Background: an optimization exercise with open tools, aiming at small area, a short achievable clock period and few clock cycles. Do not read the settings as production practice.
Function was checked by simulation only, so behaviour that the tests miss may differ from the original.
No activity file was given, so power comes from the tool's default toggle rates.

## job 725
==> flow/design.v (excerpt) <==
module mem_unit (
  input  logic                   clk_in,
  input  logic                   rst_in,
  input  logic                   rdy_in,
  input  logic                   fetch_en,
  input  mem_pkg::addr_t         fetch_addr,
  output logic                   fetch_done,
  output mem_pkg::word_t         fetch_data,
  input  logic                   load_en,
  input  mem_pkg::addr_t         load_addr,
  input  mem_pkg::size_t         load_size,
  output logic                   load_done,
  output mem_pkg::word_t         load_data,
  input  logic                   store_en,
  input  mem_pkg::addr_t         store_addr,
  input  mem_pkg::size_t         store_size,
  input  mem_pkg::word_t         store_data,
  output logic                   store_done,
  input  logic                   flush_in,
  input  logic                   io_buffer_full,
  input  mem_pkg::byte_t         mem_din,
  output mem_pkg::byte_t         mem_dout,
  output mem_pkg::addr_t         mem_a,
  output logic                   mem_wr
);
Size: roughly 710 cells after synthesis, ~95 flip-flops, about 260 I/O pins, roughly 6200 µm² of cells after synthesis.
==> module mem_unit, before the edit <==
module mem_unit (
  input  logic                   clk_in,
  input  logic                   rst_in,
  input  logic                   rdy_in,
  input  logic                   fetch_en,
  input  mem_pkg::addr_t         fetch_addr,
  output logic                   fetch_done,
  output mem_pkg::word_t         fetch_data,
  input  logic                   load_en,
  input  mem_pkg::addr_t         load_addr,
  input  mem_pkg::size_t         load_size,
  output logic                   load_done,
  output mem_pkg::word_t         load_data,
  input  logic                   store_en,
  input  mem_pkg::addr_t         store_addr,
  input  mem_pkg::size_t         store_size,
  input  mem_pkg::word_t         store_data,
  output logic                   store_done,
  input  logic                   flush_in,
  input  logic                   io_buffer_full,
  input  mem_pkg::byte_t         mem_din,
  output mem_pkg::byte_t         mem_dout,
  output mem_pkg::addr_t         mem_a,
  output logic                   mem_wr
);
  logic        f_out;       
  logic        s_val;       
  logic [15:0] sw;
  logic [2:0]  fc;
  logic        fdin;        
  logic        f_sub;       
  logic [31:0] ra;
  logic        d_busy;
  logic        d_run;       
  logic        own;         
  logic        own_w;       
  logic        d_wr;        
  logic        d_io;        
  logic [17:0] d_q;         
  logic [1:0]  d_idx;       
  logic [1:0]  d_last;      
  logic [3:0]  wb;          
  logic        ldin;        
  logic        l_fin;       
  logic        ls1, ls2, ls4;  
  logic        d_req;
  logic [1:0]  req_size, req_last;
  logic [17:0] req_addr;
  logic        req_io;
  logic        d_go;        
  logic        d_end;       
  logic        l_start;     
  logic        f_new;       
  logic        c_out;       
  logic        f_go0;       
  logic        f_done0;     
  logic [2:0]  fc0;
  logic [15:0] sw0;
  logic        n_busy, n_run, n_wr, n_io, n_fout, n_own;
  logic        f_hold;      
  logic [2:0]  fc_h;
  logic [1:0]  n_idx, n_last;
  logic [2:0]  n_fc;
  assign d_req    = load_en || store_en;
  assign req_size = load_en ? load_size : store_size;
  assign req_last = req_size[1] ? 2'd3 : {1'b0, req_size[0]};
  assign req_addr = load_en ? load_addr[17:0] : store_addr[17:0];
  assign req_io   = (req_addr[17:16] == mem_pkg::IO_SELECT);
  assign d_go     = own && !(d_wr && d_io && io_buffer_full);
  assign d_end    = d_go && d_idx == d_last;
  assign c_out    = fetch_en || (f_out && !flush_in);
  assign f_go0    = !own && !fc[2] && (c_out || s_val) && !store_en;
  assign l_start  = own && !d_run && !d_wr;
  assign f_done0  = c_out && ((fc[2] && !l_start && !store_en) || (f_go0 && fc == 3'd3));
  assign fc0      = f_done0 ? 3'd0 : fc + {2'd0, f_go0};
  assign sw0      = f_done0 ? sw + 16'd1 : sw;
  assign f_new    = fetch_en && !(s_val && fetch_addr[17:2] == sw);
  assign mem_a    = {14'd0, own ? d_q : {sw, fc[1:0]}};
  assign mem_dout = ({8{wb[0]}} & ra[7:0])   | ({8{wb[1]}} & ra[15:8]) |
                    ({8{wb[2]}} & ra[23:16]) | ({8{wb[3]}} & ra[31:24]);
  assign mem_wr   = rdy_in && own_w && !(d_io && io_buffer_full);
  assign fetch_data = {({8{f_sub}} & mem_din) | ra[31:24], ra[23:0]};
  assign load_data[7:0]   = ({8{ls1}} & mem_din) | ra[7:0];
  assign load_data[15:8]  = ({8{ls2}} & mem_din) | ra[15:8];
  assign load_data[23:16] = ra[23:16];
  assign load_data[31:24] = {8{ls4}} & mem_din;
  logic [1:0] f_lane, l_lane;
  assign f_lane = fc[1:0] - 2'd1;
  assign l_lane = d_idx - 2'd1;
  always_ff @(posedge clk_in)
  begin
    if (fdin)
      ra[8*f_lane +: 8] <= mem_din;
    if (ldin && !l_fin)
      ra[8*l_lane +: 8] <= mem_din;
    if (rdy_in && l_start)
    begin
      if (d_last == 2'd0)
        ra[7:0] <= 8'd0;
      if (!d_last[1])
        ra[23:8] <= 16'd0;
    end
    if (rdy_in && f_go0 && c_out && fc == 3'd3 && !f_new)
      ra[31:24] <= 8'd0;
    if (rdy_in && store_en)
      ra <= store_data;
  end
  always_comb
  begin
    n_busy = d_busy;
    n_run  = d_run;
    n_wr   = d_wr;
    n_io   = d_io;
    n_idx  = d_idx;
    n_last = d_last;
    n_fout = f_out;
    n_fc   = fc;
    if (!rdy_in)
    begin
      if (l_fin)
      begin
        n_busy = 1'b1;
        n_run  = 1'b1;
      end
    end
    else
    begin
      if (d_req)
      begin
        n_busy = 1'b1;
        n_run  = 1'b0;
        n_wr   = store_en;
        n_io   = req_io;
        n_idx  = 2'd0;
        n_last = req_last;
      end
      else if (own)
      begin
        n_run = 1'b1;
        if (d_end)
        begin
          n_busy = 1'b0;
          n_wr   = 1'b0;
        end
        else if (d_go)
          n_idx = d_idx + 2'd1;
      end
      n_fout = f_new || (c_out && !f_done0);
      n_fc   = (f_new || l_start || store_en) ? 3'd0 :
               (fetch_en && f_done0) ? 3'd4 : fc0;
    end
    fc_h   = fc + {2'd0, !own && !fc[2]};
    f_hold = (fetch_en || f_out) && fc_h != 3'd0 && !fc_h[2];
    if (!rdy_in)
      n_own = own || l_fin;
    else
      n_own = n_busy && (n_run || n_wr || !f_hold);
  end
  always_ff @(posedge clk_in)
  begin
    if (rst_in)
    begin
      f_out      <= 1'b0;
      s_val      <= 1'b0;
      fc         <= 3'd0;
      fdin       <= 1'b0;
      f_sub      <= 1'b0;
      ldin       <= 1'b0;
      l_fin      <= 1'b0;
      ls1        <= 1'b0;
      ls2        <= 1'b0;
      ls4        <= 1'b0;
      d_busy     <= 1'b0;
      d_run      <= 1'b0;
      own        <= 1'b0;
      own_w      <= 1'b0;
      d_wr       <= 1'b0;
      fetch_done <= 1'b0;
      load_done  <= 1'b0;
      store_done <= 1'b0;
    end
    else
    begin
      d_busy <= n_busy;
      d_run  <= n_run;
      d_wr   <= n_wr;
      d_io   <= n_io;
      d_idx  <= n_idx;
      d_last <= n_last;
      f_out  <= n_fout;
      fc     <= n_fc;
      own    <= n_own;
      own_w  <= n_own && n_wr;
      wb     <= 4'b0001 << n_idx;
      if (!rdy_in)
      begin
        fdin  <= 1'b0;
        f_sub <= 1'b0;
        ldin  <= 1'b0;
        l_fin <= 1'b0;
        ls1   <= 1'b0;
        ls2   <= 1'b0;
        ls4   <= 1'b0;
        if (l_fin)
          load_done <= 1'b0;
      end
      else
      begin
        if (d_req)
          d_q <= req_addr;
        else if (d_go && !d_end)
          d_q <= d_q + 18'd1;
        ldin      <= d_go && !d_wr;
        l_fin     <= d_end && !d_wr;
        ls1       <= d_end && !d_wr && d_last == 2'd0;
        ls2       <= d_end && !d_wr && d_last == 2'd1;
        ls4       <= d_end && !d_wr && d_last[1];
        load_done <= d_end && !d_wr;
        store_done <= (n_own && n_wr && !n_io && n_idx == n_last) ||
                      (d_end && d_wr && d_io);
        fdin       <= f_go0 && !f_new;
        f_sub      <= f_go0 && c_out && fc == 3'd3 && !f_new;
        fetch_done <= f_done0 && !f_new;
        sw         <= fetch_en ? fetch_addr[17:2] : sw0;
        if (fetch_en)
          s_val <= 1'b1;
      end
    end
  end
endmodule
clock: 5.0 ns
lec_check: 0
cap_margin: 20
core_margin: 2
core_utilization: 40
cts_buf_list: sky130_fd_sc_hd__clkbuf_4 sky130_fd_sc_hd__clkbuf_8
cts_cluster_diameter: 150
cts_cluster_size: 40
setup_slack_margin: 2.5
slew_margin: 20
standard.sh (not shown) runs the stock make flow with config.mk's settings and CLKGATE_MAP_FILE= SYNTH_SCRIPT=/design/flow/synth_recipe.tcl, a recipe that flattens the netlist after the stock synthesis.
==> flow/flow/run.sh <==
#!/bin/bash
# Standard layout, with the port buffers made of plain buf_1 cells
# (the default pick is the slower and larger clkdlybuf4s50_1); the
# resizer still sizes them up where timing or slew needs it.
set -euo pipefail
export BUFFER_PORTS_ARGS="-buffer_cell sky130_fd_sc_hd__buf_1"
bash standard.sh > flow_make.log 2>&1
Testbench counts of job 725, summed over its fixed seeds: cycles 68,456.
Changes in job 3454 relative to job 725:
diff --git a/flow/design.v b/flow/design.v
--- a/flow/design.v
+++ b/flow/design.v
@@ -51,6 +51,7 @@
   logic [17:0] d_q;         
   logic [1:0]  d_idx;       
   logic [1:0]  d_last;      
+  logic [31:0] sd;          
   logic [3:0]  wb;          
   logic        ldin;        
   logic        l_fin;       
@@ -81,15 +82,15 @@
   assign d_go     = own && !(d_wr && d_io && io_buffer_full);
   assign d_end    = d_go && d_idx == d_last;
   assign c_out    = fetch_en || (f_out && !flush_in);
-  assign f_go0    = !own && !fc[2] && (c_out || s_val) && !store_en;
+  assign f_go0    = !own && !fc[2] && (c_out || s_val);
   assign l_start  = own && !d_run && !d_wr;
-  assign f_done0  = c_out && ((fc[2] && !l_start && !store_en) || (f_go0 && fc == 3'd3));
+  assign f_done0  = c_out && ((fc[2] && !l_start) || (f_go0 && fc == 3'd3));
   assign fc0      = f_done0 ? 3'd0 : fc + {2'd0, f_go0};
   assign sw0      = f_done0 ? sw + 16'd1 : sw;
   assign f_new    = fetch_en && !(s_val && fetch_addr[17:2] == sw);
   assign mem_a    = {14'd0, own ? d_q : {sw, fc[1:0]}};
-  assign mem_dout = ({8{wb[0]}} & ra[7:0])   | ({8{wb[1]}} & ra[15:8]) |
-                    ({8{wb[2]}} & ra[23:16]) | ({8{wb[3]}} & ra[31:24]);
+  assign mem_dout = ({8{wb[0]}} & sd[7:0])   | ({8{wb[1]}} & sd[15:8]) |
+                    ({8{wb[2]}} & sd[23:16]) | ({8{wb[3]}} & sd[31:24]);
   assign mem_wr   = rdy_in && own_w && !(d_io && io_buffer_full);
   assign fetch_data = {({8{f_sub}} & mem_din) | ra[31:24], ra[23:0]};
   assign load_data[7:0]   = ({8{ls1}} & mem_din) | ra[7:0];
@@ -115,7 +116,7 @@
     if (rdy_in && f_go0 && c_out && fc == 3'd3 && !f_new)
       ra[31:24] <= 8'd0;
     if (rdy_in && store_en)
-      ra <= store_data;
+      sd <= store_data;
   end
   always_comb
   begin
@@ -158,7 +159,7 @@
           n_idx = d_idx + 2'd1;
       end
       n_fout = f_new || (c_out && !f_done0);
-      n_fc   = (f_new || l_start || store_en) ? 3'd0 :
+      n_fc   = (f_new || l_start) ? 3'd0 :
                (fetch_en && f_done0) ? 3'd4 : fc0;
     end
     fc_h   = fc + {2'd0, !own && !fc[2]};
@@ -166,7 +167,7 @@
     if (!rdy_in)
       n_own = own || l_fin;
     else
-      n_own = n_busy && (n_run || n_wr || !f_hold);
+      n_own = n_busy && (n_run || !f_hold);
   end
   always_ff @(posedge clk_in)
   begin
Results
- Delta (job 3454 minus job 725): detailed-route vias per instance decreased 0.34, critical path depth roughly the same.
- Job 3454 against job 725: share of the synthesized netlist area taken by xor and xnor gates -0.65 points, post-route minimum period has decreased, worst slack on hold paths fell by 0.011 ns.
- Diff job 725..job 3454 | max-slew violation total from the final report | unchanged
- Summary of job 3454 over job 725: die area went up, number of cells in the finished layout apart from fillers went up, register-to-register slack climbed 0.02 ns, clock slew at the register clock pins of the worst setup and hold paths went down by 0.02 ns.
- Non-clock buffer count delta for job 3454 relative to job 725: 2 higher
- Comparing job 725 and job 3454, the lower final design area excluding fillers is on job 725.
- Job 3454 vs. job 725: synthesis-to-finish area growth went up 0.92 points; area of combinational cells with multiple inputs went down.
Testbench counts of job 3454, summed over its fixed seeds: cycles 65,049.

* * *

Setup of job 2999:
The RTL this note starts from:
==> flow/design.v <==
`timescale 1ns/1ps
`default_nettype none
package mem_pkg;
  typedef logic [31:0] addr_t;
  typedef logic [31:0] word_t;
  typedef logic [7:0]  byte_t;
  typedef logic [1:0]  size_t;
  localparam logic [1:0] IO_SELECT = 2'b11;  
endpackage
`default_nettype wire
`timescale 1ns/1ps
`default_nettype none
module mem_unit (
  input  logic                   clk_in,
  input  logic                   rst_in,
  input  logic                   rdy_in,
  input  logic                   fetch_en,
  input  mem_pkg::addr_t         fetch_addr,
  output logic                   fetch_done,
  output mem_pkg::word_t         fetch_data,
  input  logic                   load_en,
  input  mem_pkg::addr_t         load_addr,
  input  mem_pkg::size_t         load_size,
  output logic                   load_done,
  output mem_pkg::word_t         load_data,
  input  logic                   store_en,
  input  mem_pkg::addr_t         store_addr,
  input  mem_pkg::size_t         store_size,
  input  mem_pkg::word_t         store_data,
  output logic                   store_done,
  input  logic                   flush_in,
  input  logic                   io_buffer_full,
  input  mem_pkg::byte_t         mem_din,
  output mem_pkg::byte_t         mem_dout,
  output mem_pkg::addr_t         mem_a,
  output logic                   mem_wr
);
  logic        f_out;       
  logic        s_val;       
  logic [15:0] sw;
  logic [2:0]  fc;
  logic        fdin;        
  logic        f_sub;       
  logic [31:0] ra;
  logic        d_busy;
  logic        d_run;       
  logic        own;         
  logic        own_w;       
  logic        d_wr;        
  logic        d_io;        
  logic [17:0] d_q;         
  logic [1:0]  d_idx;       
  logic [1:0]  d_last;      
  logic [31:0] sd;          
  logic [3:0]  wb;          
  logic        ldin;        
  logic        l_fin;       
  logic        ls1, ls2, ls4;  
  logic        d_req;
  logic [1:0]  req_size, req_last;
  logic [17:0] req_addr;
  logic        req_io;
  logic        d_go;        
  logic        d_end;       
  logic        l_start;     
  logic        f_new;       
  logic        c_out;       
  logic        f_go0;       
  logic        f_done0;     
  logic [2:0]  fc0;
  logic [15:0] sw0;
  logic        n_busy, n_run, n_wr, n_io, n_fout, n_own;
  logic        f_hold;      
  logic [2:0]  fc_h;
  logic [1:0]  n_idx, n_last;
  logic [2:0]  n_fc;
  assign d_req    = load_en || store_en;
  assign req_size = load_en ? load_size : store_size;
  assign req_last = req_size[1] ? 2'd3 : {1'b0, req_size[0]};
  assign req_addr = load_en ? load_addr[17:0] : store_addr[17:0];
  assign req_io   = (req_addr[17:16] == mem_pkg::IO_SELECT);
  assign d_go     = own && !(d_wr && d_io && io_buffer_full);
  assign d_end    = d_go && d_idx == d_last;
  assign c_out    = fetch_en || (f_out && !flush_in);
  assign f_go0    = !own && !fc[2] && (c_out || s_val);
  assign l_start  = own && !d_run && !d_wr;
  assign f_done0  = c_out && ((fc[2] && !l_start) || (f_go0 && fc == 3'd3));
  assign fc0      = f_done0 ? 3'd0 : fc + {2'd0, f_go0};
  assign sw0      = f_done0 ? sw + 16'd1 : sw;
  assign f_new    = fetch_en && !(s_val && fetch_addr[17:2] == sw);
  assign mem_a    = {14'd0, own ? d_q : {sw, fc[1:0]}};
  assign mem_dout = ({8{wb[0]}} & sd[7:0])   | ({8{wb[1]}} & sd[15:8]) |
                    ({8{wb[2]}} & sd[23:16]) | ({8{wb[3]}} & sd[31:24]);
  assign mem_wr   = rdy_in && own_w && !(d_io && io_buffer_full);
  assign fetch_data = {({8{f_sub}} & mem_din) | ra[31:24], ra[23:0]};
  assign load_data[7:0]   = ({8{ls1}} & mem_din) | ra[7:0];
  assign load_data[15:8]  = ({8{ls2}} & mem_din) | ra[15:8];
  assign load_data[23:16] = ra[23:16];
  assign load_data[31:24] = {8{ls4}} & mem_din;
  logic [1:0] f_lane, l_lane;
  assign f_lane = fc[1:0] - 2'd1;
  assign l_lane = d_idx - 2'd1;
  always_ff @(posedge clk_in)
  begin
    if (fdin)
      ra[8*f_lane +: 8] <= mem_din;
    if (ldin && !l_fin)
      ra[8*l_lane +: 8] <= mem_din;
    if (rdy_in && l_start)
    begin
      if (d_last == 2'd0)
        ra[7:0] <= 8'd0;
      if (!d_last[1])
        ra[23:8] <= 16'd0;
    end
    if (rdy_in && f_go0 && c_out && fc == 3'd3 && !f_new)
      ra[31:24] <= 8'd0;
    if (rdy_in && store_en)
      sd <= store_data;
  end
  always_comb
  begin
    n_busy = d_busy;
    n_run  = d_run;
    n_wr   = d_wr;
    n_io   = d_io;
    n_idx  = d_idx;
    n_last = d_last;
    n_fout = f_out;
    n_fc   = fc;
    if (!rdy_in)
    begin
      if (l_fin)
      begin
        n_busy = 1'b1;
        n_run  = 1'b1;
      end
    end
    else
    begin
      if (d_req)
      begin
        n_busy = 1'b1;
        n_run  = 1'b0;
        n_wr   = store_en;
        n_io   = req_io;
        n_idx  = 2'd0;
        n_last = req_last;
      end
      else if (own)
      begin
        n_run = 1'b1;
        if (d_end)
        begin
          n_busy = 1'b0;
          n_wr   = 1'b0;
        end
        else if (d_go)
          n_idx = d_idx + 2'd1;
      end
      n_fout = f_new || (c_out && !f_done0);
      n_fc   = (f_new || l_start) ? 3'd0 :
               (fetch_en && f_done0) ? 3'd4 : fc0;
    end
    fc_h   = fc + {2'd0, !own && !fc[2]};
    f_hold = (fetch_en || f_out) && fc_h != 3'd0 && !fc_h[2];
    if (!rdy_in)
      n_own = own || l_fin;
    else
      n_own = n_busy && (n_run || !f_hold);
  end
  always_ff @(posedge clk_in)
  begin
    if (rst_in)
    begin
      f_out      <= 1'b0;
      s_val      <= 1'b0;
      fc         <= 3'd0;
      fdin       <= 1'b0;
      f_sub      <= 1'b0;
      ldin       <= 1'b0;
      l_fin      <= 1'b0;
      ls1        <= 1'b0;
      ls2        <= 1'b0;
      ls4        <= 1'b0;
      d_busy     <= 1'b0;
      d_run      <= 1'b0;
      own        <= 1'b0;
      own_w      <= 1'b0;
      d_wr       <= 1'b0;
      fetch_done <= 1'b0;
      load_done  <= 1'b0;
      store_done <= 1'b0;
    end
    else
    begin
      d_busy <= n_busy;
      d_run  <= n_run;
      d_wr   <= n_wr;
      d_io   <= n_io;
      d_idx  <= n_idx;
      d_last <= n_last;
      f_out  <= n_fout;
      fc     <= n_fc;
      own    <= n_own;
      own_w  <= n_own && n_wr;
      wb     <= 4'b0001 << n_idx;
      if (!rdy_in)
      begin
        fdin  <= 1'b0;
        f_sub <= 1'b0;
        ldin  <= 1'b0;
        l_fin <= 1'b0;
        ls1   <= 1'b0;
        ls2   <= 1'b0;
        ls4   <= 1'b0;
        if (l_fin)
          load_done <= 1'b0;
      end
      else
      begin
        if (d_req)
          d_q <= req_addr;
        else if (d_go && !d_end)
          d_q <= d_q + 18'd1;
        ldin      <= d_go && !d_wr;
        l_fin     <= d_end && !d_wr;
        ls1       <= d_end && !d_wr && d_last == 2'd0;
        ls2       <= d_end && !d_wr && d_last == 2'd1;
        ls4       <= d_end && !d_wr && d_last[1];
        load_done <= d_end && !d_wr;
        store_done <= (n_own && n_wr && !n_io && n_idx == n_last) ||
                      (d_end && d_wr && d_io);
        fdin       <= f_go0 && !f_new;
        f_sub      <= f_go0 && c_out && fc == 3'd3 && !f_new;
        fetch_done <= f_done0 && !f_new;
        sw         <= fetch_en ? fetch_addr[17:2] : sw0;
        if (fetch_en)
          s_val <= 1'b1;
      end
    end
  end
endmodule
`default_nettype wire
clock: 5.0 ns
lec_check: 0
cap_margin: 20
core_margin: 2
core_utilization: 40
setup_slack_margin: 2.4
slew_margin: 20
Scripts as last shown in full above: flow/flow/run.sh
Job 2999 closes out successfully: all stages finished, all timing, DRC and antenna checks passed.
Testbench counts of job 2999, summed over its fixed seeds: cycles 65,049.
Input changes introduced in job 8218 (baseline for comparison: job 2999):
diff --git a/flow/design.v b/flow/design.v
--- a/flow/design.v
+++ b/flow/design.v
@@ -70,8 +70,6 @@
   logic [2:0]  fc0;
   logic [15:0] sw0;
   logic        n_busy, n_run, n_wr, n_io, n_fout, n_own;
-  logic        f_hold;      
-  logic [2:0]  fc_h;
   logic [1:0]  n_idx, n_last;
   logic [2:0]  n_fc;
   assign d_req    = load_en || store_en;
@@ -92,10 +90,10 @@
   assign mem_dout = ({8{wb[0]}} & sd[7:0])   | ({8{wb[1]}} & sd[15:8]) |
                     ({8{wb[2]}} & sd[23:16]) | ({8{wb[3]}} & sd[31:24]);
   assign mem_wr   = rdy_in && own_w && !(d_io && io_buffer_full);
-  assign fetch_data = {({8{f_sub}} & mem_din) | ra[31:24], ra[23:0]};
-  assign load_data[7:0]   = ({8{ls1}} & mem_din) | ra[7:0];
-  assign load_data[15:8]  = ({8{ls2}} & mem_din) | ra[15:8];
-  assign load_data[23:16] = ra[23:16];
+  assign fetch_data = {f_sub ? mem_din : ra[31:24], ra[23:0]};
+  assign load_data[7:0]   = ls1 ? mem_din : ra[7:0];
+  assign load_data[15:8]  = ls2 ? mem_din : {8{ls4}} & ra[15:8];
+  assign load_data[23:16] = {8{ls4}} & ra[23:16];
   assign load_data[31:24] = {8{ls4}} & mem_din;
   logic [1:0] f_lane, l_lane;
   assign f_lane = fc[1:0] - 2'd1;
@@ -106,15 +104,6 @@
       ra[8*f_lane +: 8] <= mem_din;
     if (ldin && !l_fin)
       ra[8*l_lane +: 8] <= mem_din;
-    if (rdy_in && l_start)
-    begin
-      if (d_last == 2'd0)
-        ra[7:0] <= 8'd0;
-      if (!d_last[1])
-        ra[23:8] <= 16'd0;
-    end
-    if (rdy_in && f_go0 && c_out && fc == 3'd3 && !f_new)
-      ra[31:24] <= 8'd0;
     if (rdy_in && store_en)
       sd <= store_data;
   end
@@ -162,12 +151,7 @@
       n_fc   = (f_new || l_start) ? 3'd0 :
                (fetch_en && f_done0) ? 3'd4 : fc0;
     end
-    fc_h   = fc + {2'd0, !own && !fc[2]};
-    f_hold = (fetch_en || f_out) && fc_h != 3'd0 && !fc_h[2];
-    if (!rdy_in)
-      n_own = own || l_fin;
-    else
-      n_own = n_busy && (n_run || !f_hold);
+    n_own = n_busy && (n_run || !(n_fout && n_fc != 3'd0 && !n_fc[2]));
   end
   always_ff @(posedge clk_in)
   begin
--- outcome ---
Job 8218 against job 2999: number of library cell types mapped by synthesis shows an increase of about 19%; number of inverters outside the clock class in the layout shows a reduction of 5; per-cell routed wire length shows an increase of 0.35 µm; core utilization shows an increase of 1.2 points; sequential share of layout area shows a reduction of 0.96 points. Delta (job 8218 minus job 2999): routed wire length went up, synthesized cell count now smaller, relative contribution of sequential cells to total power has remained practically unchanged.
Testbench counts of job 8218, summed over its fixed seeds: cycles 65,234.

static timing again, ports no longer ideal:
Ports are ideal in the flow. The routed layouts listed here were re-timed in OpenROAD. Step 1 (the two cells are an assumption about what drives the block):
set clk [get_ports {clk_in}]
set_driving_cell -lib_cell sky130_fd_sc_hd__clkbuf_16 $clk
set_driving_cell -lib_cell sky130_fd_sc_hd__buf_2 [delete_from_list [all_inputs] $clk]
Step 2 adds t to the input delays and takes it off the output delays; t is the mean of the earliest and latest rising clock arrival at the registers after step 1. Input paths then give back, and output paths get back, about the clock's delay inside the block. Three values: ideal ports, drivers, drivers and shift; two values: the first two.
run	shift t [ns]	setup slack, ns	worst hold slack (ns)	worst data-port slew with drivers (ns)
job 725	0.418	2.490 / 2.451 / 2.233	0.472 / 0.472 / 0.472	0.05
job 3454	0.465	2.538 / 2.517 / 2.145	0.461 / 0.461 / 0.461	0.05
job 2999	0.456	2.483 / 2.442 / 2.094	0.470 / 0.470 / 0.470	0.05
job 8218	0.457	2.420 / 2.400 / 2.078	0.449 / 0.449 / 0.449	0.06
After both steps setup and hold are still met in every run listed. For job 3454, which loses most, drivers alone change the setup slack by -0.021 ns; drivers and shift together by -0.393 ns.
